This design comes from an exercise in tuning for small area on the open sky130 flow, not from production work. Only simulation tests tie the RTL to the original design; equivalence was not proved. No activity file was given, so power comes from the tool's default toggle rates. The flow treats the clock pin as an ideal source, which a real chip does not have.

== JK ==
Design ra_packetizer, start of the top module:
module ra_packetizer #(
	parameter int VC_DEPTH_BITS = 4
) (
	input  logic        clock,
	input  logic        reset,
	input  logic [44:0] c_flit_to_send,
	input  logic        cv_send_flit,
	output logic [44:0] c_flit_received,
	output logic        cv_rec_flit,
	output logic        c_ready,
	input  logic [44:0] p_flit_to_send,
	input  logic        pv_send_flit,
	output logic [44:0] p_flit_received,
	output logic        pv_rec_flit,
	output logic        p_ready,
	output logic [44:0] from_core_flit,
	output logic        v_from_core,
	output logic [1:0]  from_core_empty,
	output logic [1:0]  from_core_full,
	input  logic [44:0] to_core_flit,
	input  logic        v_to_core,
	input  logic [1:0]  to_core_empty
);
Size in the first run: roughly 3000 cells after synthesis, roughly 1800 flip-flops, ~0.062 mm2 of cells after synthesis.
export LEC_CHECK = 0
export CAP_MARGIN = 20
export CORE_MARGIN = 2
export CORE_UTILIZATION = 70
export PLACE_DENSITY = 0.8
export SLEW_MARGIN = 20
create_clock -name core_clock -period 5.0 [get_ports {clock}]
standard.sh (not shown) runs the stock make flow with config.mk's settings and CLKGATE_MAP_FILE= SYNTH_SCRIPT=/design/flow/synth_recipe.tcl, a recipe that flattens the netlist after the stock synthesis.
==> flow/flow/run.sh <==
#!/bin/bash
# The standard ORFS layout (standard.sh), changed in three ways only:
#  - synthesis maps logic with an area-oriented ABC script (flow/area.abc);
#    everything else in synthesis is synth_recipe.tcl and ORFS's synth.tcl as they are
#  - port buffers are buf_1
#  - the clock tree uses larger sink clusters and no dummy loads
set -euo pipefail
here=$(pwd)
# ORFS synth.tcl with only its ABC script replaced
sed "s#^source \$::env(SCRIPTS_DIR)/synth_preamble.tcl\$#&\nset abc_args [list -script $here/flow/area.abc {*}\$lib_args {*}\$lib_dont_use_args -constr \$::env(OBJECTS_DIR)/abc.constr]#" \
  "$FLOW_HOME/scripts/synth.tcl" > "$here/area_synth.tcl"
grep -q "flow/area.abc" "$here/area_synth.tcl"
sed "s#^source \$::env(SCRIPTS_DIR)/synth.tcl\$#source $here/area_synth.tcl#" "$here/synth_recipe.tcl" > "$here/area_synth_recipe.tcl"
grep -q "area_synth.tcl" "$here/area_synth_recipe.tcl"
sed "s#SYNTH_SCRIPT=[^ ]*synth_recipe.tcl#SYNTH_SCRIPT=$here/area_synth_recipe.tcl#" "$here/standard.sh" > "$here/area_standard.sh"
grep -q "area_synth_recipe.tcl" "$here/area_standard.sh"
export BUFFER_PORTS_ARGS="-buffer_cell sky130_fd_sc_hd__buf_1"
export CTS_ARGS="-sink_clustering_enable -repair_clock_nets -dont_use_dummy_load -buf_list sky130_fd_sc_hd__clkbuf_8 -sink_clustering_size 18 -sink_clustering_max_diameter 60"
bash "$here/area_standard.sh" finish > "$here/orfs_make.log" 2>&1
==> flow/flow/area.abc <==
strash
&get -n
&st
&syn2
&dch
&nf -R 1000
&st
&syn2
&dch
&nf -R 1000
&put
topo
For MS, these inputs were changed with respect to JK:
diff --git a/flow/flow/run.sh b/flow/flow/run.sh
--- a/flow/flow/run.sh
+++ b/flow/flow/run.sh
@@ -16,4 +16,4 @@
 grep -q "area_synth_recipe.tcl" "$here/area_standard.sh"
 export BUFFER_PORTS_ARGS="-buffer_cell sky130_fd_sc_hd__buf_1"
-export CTS_ARGS="-sink_clustering_enable -repair_clock_nets -dont_use_dummy_load -buf_list sky130_fd_sc_hd__clkbuf_8 -sink_clustering_size 18 -sink_clustering_max_diameter 60"
+export CTS_ARGS="-sink_clustering_enable -repair_clock_nets -dont_use_dummy_load -sink_clustering_size 30 -sink_clustering_max_diameter 80"
 bash "$here/area_standard.sh" finish > "$here/orfs_make.log" 2>&1
Notes after the runs:
MS has headroom to the max-slew limit above what JK had.
Status: number of cells in the design after placement parity (MS, JK)
Compared with JK, MS instantiates a smaller number of cells.
JK has a higher arrival time of the worst setup path than MS.
On post-placement worst setup slack, MS tracks JK almost exactly.
Compared with JK, MS shows a higher final cycle utilization of the critical path.
Fraction of power consumed by sequential logic (lower): MS
JK -> MS: post-route cell area flat
Against JK, MS comes in about 0.3% higher on final wirelength.
On fraction of met1 tracks used by global routing, MS and JK are neck and neck.
Input-level comparison between AL and MS:
diff --git a/flow/flow/run.sh b/flow/flow/run.sh
--- a/flow/flow/run.sh
+++ b/flow/flow/run.sh
@@ -16,4 +16,4 @@
 grep -q "area_synth_recipe.tcl" "$here/area_standard.sh"
 export BUFFER_PORTS_ARGS="-buffer_cell sky130_fd_sc_hd__buf_1"
-export CTS_ARGS="-sink_clustering_enable -repair_clock_nets -dont_use_dummy_load -sink_clustering_size 30 -sink_clustering_max_diameter 80"
+export CTS_ARGS="-sink_clustering_enable -repair_clock_nets -dont_use_dummy_load -buf_list sky130_fd_sc_hd__clkbuf_4 -sink_clustering_size 10 -sink_clustering_max_diameter 40"
 bash "$here/area_standard.sh" finish > "$here/orfs_make.log" 2>&1
==> comparison <==
- Summary — post-route clock period utilization, AL relative to MS: higher, by 2.1 points.
- met4 as the highest routing layer actually used was reported by MS, and met5 by AL.
- Sort MS and AL by endpoint arrival time on the critical path, descending, and MS comes first.
- Compared with MS, AL shows a higher area growth from synthesis to layout.
- Design area in AL is about 0.44% higher than in MS
- | via count of the first global-routing pass | AL vs MS | about 5% higher |
- Utilization in AL is 0.34 points above MS.
The following lists how TR was set up differently from AL:
- swapping 20 for 10 in CAP_MARGIN
- swapping 20 for 10 in SLEW_MARGIN
diff --git a/flow/flow/run.sh b/flow/flow/run.sh
--- a/flow/flow/run.sh
+++ b/flow/flow/run.sh
@@ -16,4 +16,4 @@
 grep -q "area_synth_recipe.tcl" "$here/area_standard.sh"
 export BUFFER_PORTS_ARGS="-buffer_cell sky130_fd_sc_hd__buf_1"
-export CTS_ARGS="-sink_clustering_enable -repair_clock_nets -dont_use_dummy_load -buf_list sky130_fd_sc_hd__clkbuf_4 -sink_clustering_size 10 -sink_clustering_max_diameter 40"
+export CTS_ARGS="-sink_clustering_enable -repair_clock_nets -dont_use_dummy_load -buf_list sky130_fd_sc_hd__clkbuf_8 -sink_clustering_size 18 -sink_clustering_max_diameter 60"
 bash "$here/area_standard.sh" finish > "$here/orfs_make.log" 2>&1
Every stage of the flow completed for TR, and the final layout passed the timing, design-rule and antenna checks. Non-clock buffer total of the final layout in TR vs AL: down 12%. Between TR and AL, it is TR whose global-route usage is lower, by 1.1 points. Side by side, maximum level of the CTS H-tree turned out lower in TR than in AL. The initial antenna violation count of TR falls short of that of AL by 4. Critical path data required time came out higher on TR than on AL. Of the two candidates, AL has the worse maximum clock frequency and TR the better one. Total net switching power (TR over AL): decrease, about 4%. On overall power consumption, the lower figure sits with TR, not AL. Diode insertion count for antenna repair (higher): AL.

re-timing with driven ports:
The flow's constraints put no driver on any port. The routed layouts listed below were extracted and timed again, unchanged, in two steps. Step 1: set_driving_cell puts a clkbuf_16 on clock and a buf_2 on each other input, an assumption about the parent block. Step 2, shift: input delay + t, output delay - t, t = (earliest + latest rising clock arrival at the registers) / 2. This alone moves slack from input paths to output paths. Slacks: no drivers / after step 1 / after step 2; pairs: no drivers / after step 1.
run | t (ns) | setup slack, ns | worst setup path after step 2 | pins driven straight from the clock port
JK | 0.848 | 1.460 / 1.460 / 1.460 | register to register | 1
MS | 0.712 | 1.446 / 1.446 / 1.446 | register to register | 1
AL | 1.230 | 1.339 / 1.273 / 1.443 | register to register | 1
TR | 0.825 | 1.425 / 1.425 / 1.425 | register to register | 1
After both steps setup and hold are still met in every run listed.
